Context: an optimization exercise on an open-source flow, tuned for small area and a short achievable clock period. The choices shown serve that exercise and are no tape-out recipe. At most, simulation tests tie the RTL to the original design; equivalence was not proved. The flow treats the clock pin as an ideal source. Dropping or thinning the clock tree relies on that and would not hold on a real chip.

Setup of JK:
## fpm_top
module fpm_top (
  input  logic        clk,
  input  logic        rst_n,
  input  logic [2:0]  r_mode,
  input  logic [31:0] fp_x,
  input  logic [31:0] fp_y,
  output logic [31:0] fp_z,
  output logic        ovrf,
  output logic        udrf
);
  logic [7:0] ex_i, ey_i;
  logic zx_i, zy_i, ix_i, iy_i, nx_i, ny_i;
  assign ex_i = fp_x[30:23];
  assign ey_i = fp_y[30:23];
  assign zx_i = ~|ex_i;    
  assign zy_i = ~|ey_i;
  assign ix_i = &ex_i & ~|fp_x[22:0];
  assign iy_i = &ey_i & ~|fp_y[22:0];
  assign nx_i = &ex_i & |fp_x[22:0];
  assign ny_i = &ey_i & |fp_y[22:0];
  logic sg_i;
  assign sg_i = fp_x[31] ^ fp_y[31];
  logic [9:0]  eb_q;    
  logic        nan_q, inf_q, zer_q, sg_q;
  logic        rne_q, rmm_q, rdir_q;   
  logic        v_q;     
  logic [22:0] fx_q, fy_q;
  logic [10:0] bneg_q;
  logic [11:0] bone_q, btwo_q;
  always_ff @(posedge clk) begin
    eb_q   <= {2'b00, ex_i} + {2'b00, ey_i} - 10'd127;
    nan_q  <= nx_i | ny_i | (ix_i & zy_i) | (iy_i & zx_i);
    inf_q  <= ix_i | iy_i;
    zer_q  <= zx_i | zy_i;
    sg_q   <= sg_i;
    rne_q  <= (r_mode == 3'd0);
    rmm_q  <= (r_mode == 3'd4);
    rdir_q <= ((r_mode == 3'd2) & sg_i) | ((r_mode == 3'd3) & ~sg_i);
    v_q    <= rst_n;
  ...
export LEC_CHECK = 0
export CAP_MARGIN = 20
export CORE_MARGIN = 2
export CORE_UTILIZATION = 40
export SLEW_MARGIN = 20
export SYNTH_HIERARCHICAL = 1
create_clock -name core_clock -period 12.5 [get_ports {clk}]
standard.sh (not shown) runs the stock make flow with config.mk's settings and CLKGATE_MAP_FILE= SYNTH_SCRIPT=/design/flow/synth_recipe.tcl, a recipe that flattens the netlist after the stock synthesis.
==> flow/flow/run.sh <==
#!/bin/bash
# The standard synthesis and layout; repair aims for 6 ns of setup slack
set -euo pipefail
bash standard.sh synth > synth.log 2>&1
bash standard.sh finish SETUP_SLACK_MARGIN=6 "BUFFER_PORTS_ARGS=-buffer_cell sky130_fd_sc_hd__buf_2" > layout.log 2>&1
Relative to JK, the following input files were edited for MS:
==> flow/flow/run.sh <==
#!/bin/bash
# The standard synthesis and layout; repair aims for 7 ns of setup slack
set -euo pipefail
bash standard.sh synth > synth.log 2>&1
bash standard.sh finish SETUP_SLACK_MARGIN=7 "BUFFER_PORTS_ARGS=-buffer_cell sky130_fd_sc_hd__buf_2" > layout.log 2>&1
## What came out
Between MS and JK, total length of routed wires is lower for JK, MS comes in above that.
Min final area across MS and JK: JK
Non-clock buffer contribution to total cell area in MS is 4.4 points above JK.
Via count for MS: 5.9% up relative to JK
Endpoint of the worst setup timing path: p_q[14] -> JK, p_q[17] -> MS
Largest net degree at the start of global routing was higher in the run labelled JK.
The maximum frequency of MS is higher than that of JK.
Going from JK to MS, met2 layer usage reported by global route rose 4.0 points.

========
Another version of the RTL of fpm_top (not shown whole).
For scale: about 1700 cells after synthesis, ~100 I/O pins, roughly 18000 µm² of cells after synthesis.
## fpm_top
module fpm_top (
  input  logic        clk,
  input  logic        rst_n,
  input  logic [2:0]  r_mode,
  input  logic [31:0] fp_x,
  input  logic [31:0] fp_y,
  output logic [31:0] fp_z,
  output logic        ovrf,
  output logic        udrf
);
==> flow/config.mk <==
export PLATFORM = sky130hd
export DESIGN_NAME = fpm_top
export DESIGN_NICKNAME = fpm_top
export VERILOG_FILES = /design/flow/design.v
export SDC_FILE = /design/flow/constraint.sdc
export NUM_CORES = 4
export LEC_CHECK = 0
export CAP_MARGIN = 20
export CORE_MARGIN = 2
export CORE_UTILIZATION = 55
export CTS_BUF_LIST = sky130_fd_sc_hd__clkbuf_4 sky130_fd_sc_hd__clkbuf_8
export SLEW_MARGIN = 20
export SYNTH_HIERARCHICAL = 1
==> flow/constraint.sdc <==
create_clock -name core_clock -period 12.5 [get_ports {clk}]
set_input_delay 2.5000 -clock core_clock [delete_from_list [all_inputs] [get_ports {clk}]]
set_output_delay 2.5000 -clock core_clock [all_outputs]
set_load 0.01 [all_outputs]
==> flow/flow/run.sh <==
#!/bin/bash
# The standard synthesis and layout; repair aims for 7 ns of setup slack
set -euo pipefail
bash standard.sh synth > synth.log 2>&1
bash standard.sh finish SETUP_SLACK_MARGIN=7 "BUFFER_PORTS_ARGS=-buffer_cell sky130_fd_sc_hd__buf_2" > layout.log 2>&1
Then changed:
- GPL_TIMING_DRIVEN: default -> 0
Via count came out higher by 6.9%. First-iteration DRC count goes up by about 43%. Worst hold slack improved by 4.4 ps. Setup slack gets worse by 110 ps. Wire length rose by 13%. Clock-buffer cell count increases by 3.
Function was not checked in any run of this note: the RTL went through the layout flow alone.

========
Setup of v6:
Another version of the RTL of fpm_top (not shown whole).
Size in the first run: ~1800 cells after synthesis, about 120 flip-flops, roughly 100 I/O pins.
export LEC_CHECK = 0
export CAP_MARGIN = 20
export CORE_MARGIN = 2
export CORE_UTILIZATION = 55
export CTS_BUF_LIST = sky130_fd_sc_hd__clkbuf_8
export SLEW_MARGIN = 20
export SYNTH_HIERARCHICAL = 1
create_clock -name core_clock -period 12.5 [get_ports {clk}]
==> flow/flow/run.sh <==
#!/bin/bash
set -euo pipefail
bash standard.sh synth > synth.log 2>&1
bash standard.sh cts SETUP_SLACK_MARGIN=7.5 "BUFFER_PORTS_ARGS=-buffer_cell sky130_fd_sc_hd__buf_1" > cts.log 2>&1
SKEW_ODB=$PWD/orfs/results/sky130hd/fpm_top/base/4_cts.odb SKEW_GROUPS=3 SKEW_R2CELL=sky130_fd_sc_hd__clkbuf_2 openroad -no_init -exit flow/skew.tcl > skew.log 2>&1
bash standard.sh finish SETUP_SLACK_MARGIN=7.5 "BUFFER_PORTS_ARGS=-buffer_cell sky130_fd_sc_hd__buf_1" > layout.log 2>&1
==> flow/flow/skew.tcl <==
set odb $::env(SKEW_ODB)
read_db $odb
set block [ord::get_db_block]
set db [ord::get_db]
set lib [$db findMaster sky130_fd_sc_hd__clkbuf_16]
set clk [$block findNet clk]

set pats {eb_q* nan_q* inf_q* zer_q* sg_q* rne_q* rmm_q* rdir_q* v_q* fy_q* fyn_q* fx_q* bneg_q* bone_q* btwo_q* bonen_q* btwon_q* y3_q* xn_q* x1_q* x2_q* x3_q* x4_q*}
set r1 {}
foreach inst [$block getInsts] {
  set m [[$inst getMaster] getName]
  if {![string match *df* $m]} { continue }
  set n [$inst getName]
  foreach p $pats {
    if {[string match $p $n] && ![string match *2_q* $n] && ![string match *_q2* $n]} { lappend r1 $inst; break }
  }
}
puts "SKEW rank-1 registers: [llength $r1]"

# split them into groups by position, a buffer per group
set ngroups $::env(SKEW_GROUPS)
set pts {}
foreach inst $r1 {
  lassign [$inst getLocation] x y
  lappend pts [list $x $y $inst]
}
# k-means on the register positions
set k $ngroups
set cents {}
set sorted [lsort -integer -index 0 $pts]
for {set i 0} {$i < $k} {incr i} {
  set p [lindex $sorted [expr {int(($i + 0.5) * [llength $sorted] / $k)}]]
  lappend cents [list [lindex $p 0] [lindex $p 1]]
}
for {set it 0} {$it < 20} {incr it} {
  set groups {}
  for {set i 0} {$i < $k} {incr i} { lappend groups {} }
  foreach p $pts {
    set best 0; set bd 1e30
    for {set i 0} {$i < $k} {incr i} {
      lassign [lindex $cents $i] cx cy
      set d [expr {abs([lindex $p 0] - $cx) + abs([lindex $p 1] - $cy)}]
      if {$d < $bd} { set bd $d; set best $i }
    }
    lset groups $best [concat [lindex $groups $best] [list $p]]
  }
  set cents {}
  foreach g $groups {
    set sx 0; set sy 0
    foreach p $g { set sx [expr {$sx + [lindex $p 0]}]; set sy [expr {$sy + [lindex $p 1]}] }
    set n [expr {max(1, [llength $g])}]
    lappend cents [list [expr {int($sx / $n)}] [expr {int($sy / $n)}]]
  }
}
set gi 0
foreach grp $groups c $cents {
  if {[llength $grp] == 0} { continue }
  lassign $c cx cy
  set buf [odb::dbInst_create $block $lib "clkbuf_r1_$gi"]
  set net [odb::dbNet_create $block "clknet_r1_$gi"]
  $net setSigType CLOCK
  [$buf findITerm A] connect $clk
  [$buf findITerm X] connect $net
  $buf setLocation $cx $cy
  $buf setPlacementStatus PLACED
  foreach p $grp {
    set inst [lindex $p 2]
    set ck [$inst findITerm CLK]
    $ck disconnect
    $ck connect $net
  }
  puts "SKEW group $gi: [llength $grp] registers, buffer at $cx $cy"
  incr gi
}

# leaf buffers of the old tree that now drive no register, and their dummy loads
set idle {}
foreach inst [$block getInsts] {
  set m [[$inst getMaster] getName]
  if {![string match *clkbuf* $m] || [string match clkbuf_r1_* [$inst getName]]} { continue }
  set out [$inst findITerm X]
  set n [$out getNet]
  if {$n eq "NULL"} { continue }
  set sinks 0
  set dummies {}
  foreach it [$n getITerms] {
    set ii [$it getInst]
    if {$ii eq $inst} { continue }
    if {[string match clkload* [$ii getName]]} { lappend dummies $ii } else { incr sinks }
  }
  if {$sinks == 0 && [llength [$n getBTerms]] == 0} {
    lappend idle [list $inst $n $dummies]
  }
}
foreach e $idle {
  lassign $e inst n dummies
  puts "SKEW removing idle [$inst getName] and [llength $dummies] dummy loads"
  foreach d $dummies { odb::dbInst_destroy $d }
  odb::dbInst_destroy $inst
  odb::dbNet_destroy $n
}

if {[info exists ::env(SKEW_R2CELL)] && $::env(SKEW_R2CELL) ne ""} {
  set root [$block findInst clkbuf_0_clk]
  set dm [$db findMaster $::env(SKEW_R2CELL)]
  set d [odb::dbInst_create $block $dm "clkdly_r2"]
  set dn [odb::dbNet_create $block "clknet_r2_root"]
  $dn setSigType CLOCK
  set ra [$root findITerm A]
  $ra disconnect
  $ra connect $dn
  [$d findITerm A] connect $clk
  [$d findITerm X] connect $dn
  lassign [$root getLocation] rx ry
  $d setLocation $rx $ry
  $d setPlacementStatus PLACED
  puts "SKEW rank-2 tree behind $::env(SKEW_R2CELL)"
}

detailed_placement
check_placement
write_db $odb
diff inputs: v6 => v7
==> flow/flow/run.sh <==
#!/bin/bash
set -euo pipefail
bash standard.sh synth > synth.log 2>&1
bash standard.sh cts SETUP_SLACK_MARGIN=7.35 "BUFFER_PORTS_ARGS=-buffer_cell sky130_fd_sc_hd__buf_1" > cts.log 2>&1
SKEW_ODB=$PWD/orfs/results/sky130hd/fpm_top/base/4_cts.odb SKEW_GROUPS=3 openroad -no_init -exit flow/skew.tcl > skew.log 2>&1
bash standard.sh finish SETUP_SLACK_MARGIN=7.35 "BUFFER_PORTS_ARGS=-buffer_cell sky130_fd_sc_hd__buf_1" > layout.log 2>&1
Results
- Between v7 and v6, the difference in clock-pin slew on the worst setup and hold paths is negligible.
- Non-clock buffering overhead in the final layout in v7 vs v6: down 0.68 points
- Changes observed in v7 relative to v6: final cell count moved down; utilization saw a decrease.
- For v7, the critical path's slowest cell was sky130_fd_sc_hd__fa_1, unlike v6, where it was sky130_fd_sc_hd__dfxtp_4.
- Per the comparison of v7 with v6, buffering stage count on the worst path with inverters included shows a reduction of 1, average footprint of a synthesized cell shows no meaningful change, buffer count from post-CTS setup fixing shows a reduction of 65, count of distinct cell types in the synthesized netlist shows no meaningful change.
- v7 vs v6 — number of diodes dropped 1.
- Global routing usage on met2 in v7 is 1.5 points lower than in v6
Function was not checked in any run of this note: the RTL went through the layout flow alone.

[re-timing with driven ports]
In the flow no input, the clock included, has a driving cell. The finished layouts below were timed again as built, in two steps.
Step 1, drivers: a clkbuf_16 drives clk and a buf_2 each remaining input, both assumed.
Step 2, shift: input delay + t, output delay - t, t = (earliest + latest rising clock arrival at the registers) / 2. This alone moves slack from input paths to output paths.
a / b / c = no drivers / after step 1 / after step 2; a / b = the first two.
run | shift t [ns] | slack for setup (ns) | hold WS [ns] | latest minus earliest clock arrival (ns) | worst register clock-pin slew, ns
JK | 0.481 | 6.396 / 6.393 / 6.396 | 0.326 / 0.326 / 0.326 | 0.017 / 0.017 | 0.06 / 0.06
MS | 0.488 | 6.946 / 6.946 / 6.946 | 0.328 / 0.328 / 0.328 | 0.010 / 0.009 | 0.06 / 0.06
the first run of note 2 | 0.536 | 7.125 / 7.125 / 7.125 | 0.330 / 0.330 / 0.330 | 0.011 / 0.011 | 0.08 / 0.08
the second run of note 2 | 0.534 | 7.012 / 7.012 / 7.012 | 0.335 / 0.335 / 0.335 | 0.018 / 0.018 | 0.08 / 0.08
v6 | 0.434 | 7.549 / 7.447 / 7.695 | 0.019 / 0.019 / 0.019 | 0.365 / 0.366 | 0.12 / 0.12
v7 | 0.351 | 7.494 / 7.436 / 7.494 | 0.142 / 0.142 / 0.142 | 0.217 / 0.217 | 0.11 / 0.11
In v6 the clock reaches the registers at very different times; t lies between them, and the last value is a rough guide only.
